This is an optimization exercise on Yosys and OpenROAD, whose aim is small area, a short achievable clock period and few clock cycles, not a production implementation. Power figures rest on the tool's default switching activity, not on a simulated workload.

==> flow/design.v <==
package sha2_pkg;
  localparam int REG_W   = 64;
  localparam int REG_CNT = 8;
  localparam int DEC_W   = 3;
  localparam int BLK_W   = REG_W * REG_CNT;
  localparam logic [63:0] SHA2_PAD_WORD = 64'h8000_0000_0000_0000;
  typedef enum logic [1:0] {
    IDLE = 2'd0,
    CHK  = 2'd1,
    SEND = 2'd2
  } state_t;
endpackage
module sha2_pad_chk #(
  parameter int reg_w   = sha2_pkg::REG_W,
  parameter int reg_cnt = sha2_pkg::REG_CNT,
  parameter int dec_w   = sha2_pkg::DEC_W
) (
  input  logic [reg_cnt*reg_w-1:0]  blk,
  input  logic [reg_w-dec_w-7:0]    bcnt,
  output logic                      ok,
  output logic [dec_w-1:0]          p
);
  localparam int LW = $clog2(reg_w);
  localparam int NW = reg_cnt - 1;
  logic [reg_w-1:0] len;
  logic [NW-1:0]    z, t;       
  logic [NW:0]      sz, st;     
  logic             pad_ok;
  always_comb begin
    len = blk[(reg_cnt-1)*reg_w +: reg_w];
    p   = len[LW +: dec_w];
    for (int i = 0; i < NW; i++) begin
      z[i] = (blk[i*reg_w +: reg_w-1] == '0);
      t[i] = blk[i*reg_w + reg_w-1];
    end
    sz[NW] = 1'b1;
    st[NW] = 1'b1;
    for (int i = NW-1; i >= 0; i--) begin
      sz[i] = sz[i+1] & z[i];
      st[i] = st[i+1] & !t[i];
    end
    pad_ok = 1'b0;
    for (int i = 0; i < NW; i++)
      if (p == dec_w'(i)) pad_ok = sz[i] & t[i] & st[i+1];
    ok = pad_ok && (len[LW-1:0] == '0) && (len[reg_w-1:LW+dec_w] == bcnt);
  end
endmodule
module sha2_blk_unpack #(
  parameter int reg_w   = sha2_pkg::REG_W,
  parameter int reg_cnt = sha2_pkg::REG_CNT,
  parameter int dec_w   = sha2_pkg::DEC_W
) (
  input  logic                     clk,
  input  logic                     rst,
  input  logic [reg_cnt*reg_w-1:0] blk,
  input  logic                     blk_vld,
  input  logic                     blk_last,
  output logic                     blk_rdy,
  output logic [reg_w-1:0]         pkt,
  output logic                     pkt_vld,
  input  logic                     pkt_rdy,
  output logic [dec_w-1:0]         idx,
  output logic                     msg_done,
  output logic                     len_err
);
  localparam int CW = reg_w - dec_w - 6;    
  logic [(reg_cnt-1)*reg_w-1:0] buf_q;      
  logic                         ld, ld_n;   
  logic                         ld_d;
  logic [dec_w-1:0]             lst;        
  logic                         fin;        
  logic [CW-1:0]                bcnt;       
  logic [CW-1:0]                bc_t;       
  logic                         pend, pend_err;
  logic                         chk_ok;
  logic [dec_w-1:0]             chk_p;
  logic                         take, acc, imm, ra, rb;
  logic [reg_cnt-1:0]           sel;        
  sha2_pad_chk #(.reg_w(reg_w), .reg_cnt(reg_cnt), .dec_w(dec_w)) u_chk (
    .blk  (blk),
    .bcnt (bcnt),
    .ok   (chk_ok),
    .p    (chk_p)
  );
  assign blk_rdy = !rst && pkt_rdy && ld;
  assign acc     = blk_vld && blk_rdy;
  assign take    = pkt_vld && pkt_rdy;
  assign imm     = blk_last && !(chk_ok && chk_p != '0);    
  assign ra      = take && ld && fin;                       
  assign rb      = acc && imm;                              
  always_comb begin
    for (int k = 0; k < reg_cnt; k++) sel[k] = (idx == dec_w'(k-1));
    bc_t[0] = 1'b1;
    for (int i = 1; i < CW; i++) bc_t[i] = bc_t[i-1] & bcnt[i-1];
  end
  logic [reg_w-1:0] pkt_d;
  logic             s_hold, s_blk;
  logic [reg_cnt-1:1] s_buf;
  always_comb begin
    s_hold = !pkt_rdy;
    s_blk  = pkt_rdy && ld;
    for (int k = 1; k < reg_cnt; k++) s_buf[k] = pkt_rdy && !ld && sel[k];
    pkt_d = ({reg_w{s_hold}} & pkt) | ({reg_w{s_blk}} & blk[0 +: reg_w]);
    for (int k = 1; k < reg_cnt; k++)
      pkt_d = pkt_d | ({reg_w{s_buf[k]}} & buf_q[(k-1)*reg_w +: reg_w]);
  end
  always_comb begin
    if (rst) ld_d = 1'b1;
    else if (acc) ld_d = blk_last && (imm || chk_p == dec_w'(1));
    else if (take && !ld) ld_d = idx == lst - dec_w'(1);
    else ld_d = ld;
  end
  always_ff @(posedge clk) begin
    pkt <= pkt_d;
    for (int k = 1; k < reg_cnt; k++)
      buf_q[(k-1)*reg_w +: reg_w] <= (({reg_w{ld}} & blk[k*reg_w +: reg_w]) |
                                      ({reg_w{ld_n}} & buf_q[(k-1)*reg_w +: reg_w]));
    ld   <= ld_d;
    ld_n <= !ld_d;
    if (acc) begin
      idx <= '0;
      lst <= blk_last ? chk_p - dec_w'(1) : dec_w'(reg_cnt-1);
      fin <= blk_last;
    end else if (take && !ld) begin
      idx <= idx + 1'b1;
    end
    if (rst) begin
      pkt_vld  <= 1'b0;
      msg_done <= 1'b0;
      len_err  <= 1'b0;
      pend     <= 1'b0;
      pend_err <= 1'b0;
      bcnt     <= '0;
    end else begin
      if (acc) pkt_vld <= !imm;
      else if (take && ld) pkt_vld <= 1'b0;
      bcnt <= (acc && blk_last) ? '0 : bcnt ^ (bc_t & {CW{acc}});
      msg_done <= pend ? !pend_err : (ra || (rb && chk_ok));
      len_err  <= pend ? pend_err  : (!ra && rb && !chk_ok);
      pend     <= rb && (pend || ra);
      pend_err <= !chk_ok;
    end
  end
endmodule
export LEC_CHECK = 0
export CAP_MARGIN = 20
export CORE_MARGIN = 2
export CORE_UTILIZATION = 50
export PLACE_DENSITY = 0.65
export SETUP_SLACK_MARGIN = 3.1
export SLEW_MARGIN = 20
create_clock -name core_clock -period 6.0 [get_ports {clk}]
standard.sh (not shown) runs the stock make flow with config.mk's settings and CLKGATE_MAP_FILE= SYNTH_SCRIPT=/design/flow/synth_recipe.tcl, a recipe that flattens the netlist after the stock synthesis.
==> flow/flow/run.sh <==
#!/bin/bash
# The standard layout, with the port buffers made of the smallest buffer cell instead of
# the flow's default delay buffer, and a clock tree of smaller buffers without dummy loads.
# Each tool's output goes to its own log in the work folder.
set -euo pipefail
export BUFFER_PORTS_ARGS="-buffer_cell sky130_fd_sc_hd__buf_1"
export CTS_ARGS="-sink_clustering_enable -repair_clock_nets -dont_use_dummy_load -buf_list {sky130_fd_sc_hd__clkbuf_4} -sink_clustering_size 16"
bash standard.sh finish > standard_make.log 2>&1
The baseline produced a clean layout.
Rerun with:
--- a/flow/flow/run.sh
+++ b/flow/flow/run.sh
@@ -5,4 +5,4 @@
 set -euo pipefail
 export BUFFER_PORTS_ARGS="-buffer_cell sky130_fd_sc_hd__buf_1"
-export CTS_ARGS="-sink_clustering_enable -repair_clock_nets -dont_use_dummy_load -buf_list {sky130_fd_sc_hd__clkbuf_4} -sink_clustering_size 16"
+export CTS_ARGS="-sink_clustering_enable -repair_clock_nets -dont_use_dummy_load -buf_list {sky130_fd_sc_hd__clkbuf_4 sky130_fd_sc_hd__clkbuf_8}"
 bash standard.sh finish > standard_make.log 2>&1
=>
- The new run passed the timing, DRC and antenna checks
- via count falls by 1.5%
- total power rises by 1.8%
- critical path depth stays the same
- hold slack improved by 0.031 ns
- clock power came out higher by about 5%
- synthesized cell count is unchanged
- cell area goes up by 1.8%
- global-route usage is lower by 0.54 points
- wire length falls by 0.87%
- final cell count falls by 1.8%
Function was not checked in any run of this note: the RTL went through the layout flow alone.

========
willow:
Another version of the RTL of sha2_blk_unpack (not shown whole).
Size in the first run: roughly 2200 cells after synthesis, ~580 flip-flops, roughly 23000 µm² of cells after synthesis.
Settings: LEC_CHECK=0, CAP_MARGIN=20, CORE_MARGIN=2, CORE_UTILIZATION=50, PLACE_DENSITY=0.65, SETUP_SLACK_MARGIN=3.1, SLEW_MARGIN=20; clock period 6.0 ns.
==> flow/flow/run.sh <==
#!/bin/bash
# The standard layout, with the port buffers made of the smallest buffer cell instead of
# the flow's default delay buffer, and a clock tree of smaller buffers without dummy loads.
# Each tool's output goes to its own log in the work folder.
set -euo pipefail
export BUFFER_PORTS_ARGS="-buffer_cell sky130_fd_sc_hd__buf_1"
export CTS_ARGS="-sink_clustering_enable -repair_clock_nets -dont_use_dummy_load -buf_list {sky130_fd_sc_hd__clkbuf_4 sky130_fd_sc_hd__clkbuf_8} -sink_clustering_size 20"
bash standard.sh finish > standard_make.log 2>&1
The flow did not stop early for willow: all stages ran, and the layout cleared the timing, DRC and antenna checks.
Input-level comparison between quartz and willow:
diff --git a/flow/flow/run.sh b/flow/flow/run.sh
--- a/flow/flow/run.sh
+++ b/flow/flow/run.sh
@@ -5,4 +5,4 @@
 set -euo pipefail
 export BUFFER_PORTS_ARGS="-buffer_cell sky130_fd_sc_hd__buf_1"
-export CTS_ARGS="-sink_clustering_enable -repair_clock_nets -dont_use_dummy_load -buf_list {sky130_fd_sc_hd__clkbuf_4 sky130_fd_sc_hd__clkbuf_8} -sink_clustering_size 20"
+export CTS_ARGS="-sink_clustering_enable -repair_clock_nets -dont_use_dummy_load -buf_list {sky130_fd_sc_hd__clkbuf_4 sky130_fd_sc_hd__clkbuf_8}"
 bash standard.sh finish > standard_make.log 2>&1
Results
As far as number of buffers created by CTS goes, willow and quartz are indistinguishable; the numbers are identical. As far as number of standard cells in the final layout excluding fillers goes, willow and quartz are indistinguishable; the numbers are identical. quartz and willow ended up with nearly the same portion of the clock cycle consumed by the worst path in the final layout. From willow to quartz the numbers moved as follows: fraction of power spent switching nets about even; remaining antenna violation count has remained practically unchanged; final area neither gained nor lost much. On arrival time reported for the critical path endpoint, willow tracks quartz almost exactly. willow -> quartz: total instance count after detailed placement delta 0, exact match.
What lagoon does differently from quartz at the input level:
Settings: changing SETUP_SLACK_MARGIN from 3.1 to 2.95.
diff --git a/flow/flow/run.sh b/flow/flow/run.sh
--- a/flow/flow/run.sh
+++ b/flow/flow/run.sh
@@ -5,4 +5,4 @@
 set -euo pipefail
 export BUFFER_PORTS_ARGS="-buffer_cell sky130_fd_sc_hd__buf_1"
-export CTS_ARGS="-sink_clustering_enable -repair_clock_nets -dont_use_dummy_load -buf_list {sky130_fd_sc_hd__clkbuf_4 sky130_fd_sc_hd__clkbuf_8}"
+export CTS_ARGS="-sink_clustering_enable -repair_clock_nets -dont_use_dummy_load -buf_list {sky130_fd_sc_hd__clkbuf_4 sky130_fd_sc_hd__clkbuf_8} -sink_clustering_size 16 -sink_clustering_max_diameter 60"
 bash standard.sh finish > standard_make.log 2>&1
## What came out
On shortest period the worst path allows, quartz beats lagoon.
Compared lagoon vs quartz, and number of instances resized during post-cts repair is down in lagoon.
Where largest vdd supply drop is concerned, quartz is outperformed by lagoon.
Diff quartz -> lagoon: sequential cell count shows no meaningful change, portion of the clock cycle consumed by the worst path in the final layout shows an increase of 1.8 points, total power shows a reduction of 0.00085 W.
Utilization, quartz and lagoon: smaller value in lagoon
Function was not checked in any run of this note: the RTL went through the layout flow alone.

## static timing again, ports no longer ideal
The flow's constraints put no driver on any port. The routed layouts listed below were extracted and timed again, unchanged, in two steps. Step 1, drivers: a clkbuf_16 drives clk and a buf_2 each remaining input, both assumed. Step 2 also shifts input and output timing later by t, the mid clock arrival at the registers, as if the neighbouring blocks saw the same clock. Three values: ideal ports, drivers, drivers and shift; two values: the first two.
| run | t, ns | setup WS [ns] | worst hold slack (ns) | worst register clock-pin slew, ns | pins driven straight from the clock port |
|---|---|---|---|---|---|
| the first run of note 1 | 1.048 | 2.966 / 2.828 / 1.959 | 0.439 / 0.411 / 0.470 | 0.08 / 0.08 | 1 |
| the second run of note 1 | 0.722 | 3.102 / 2.827 / 2.230 | 0.470 / 0.470 / 0.470 | 0.07 / 0.07 | 1 |
| willow | 0.730 | 2.948 / 2.834 / 2.255 | 0.441 / 0.441 / 0.441 | 0.07 / 0.07 | 1 |
| quartz | 0.730 | 2.948 / 2.834 / 2.255 | 0.441 / 0.441 / 0.441 | 0.07 / 0.07 | 1 |
| lagoon | 0.719 | 2.837 / 2.769 / 2.158 | 0.470 / 0.470 / 0.470 | 0.11 / 0.11 | 1 |
After both steps every run listed still meets setup and hold. For the first run of note 1, which loses most, drivers alone change the setup slack by -0.138 ns; drivers and shift together by -1.007 ns.
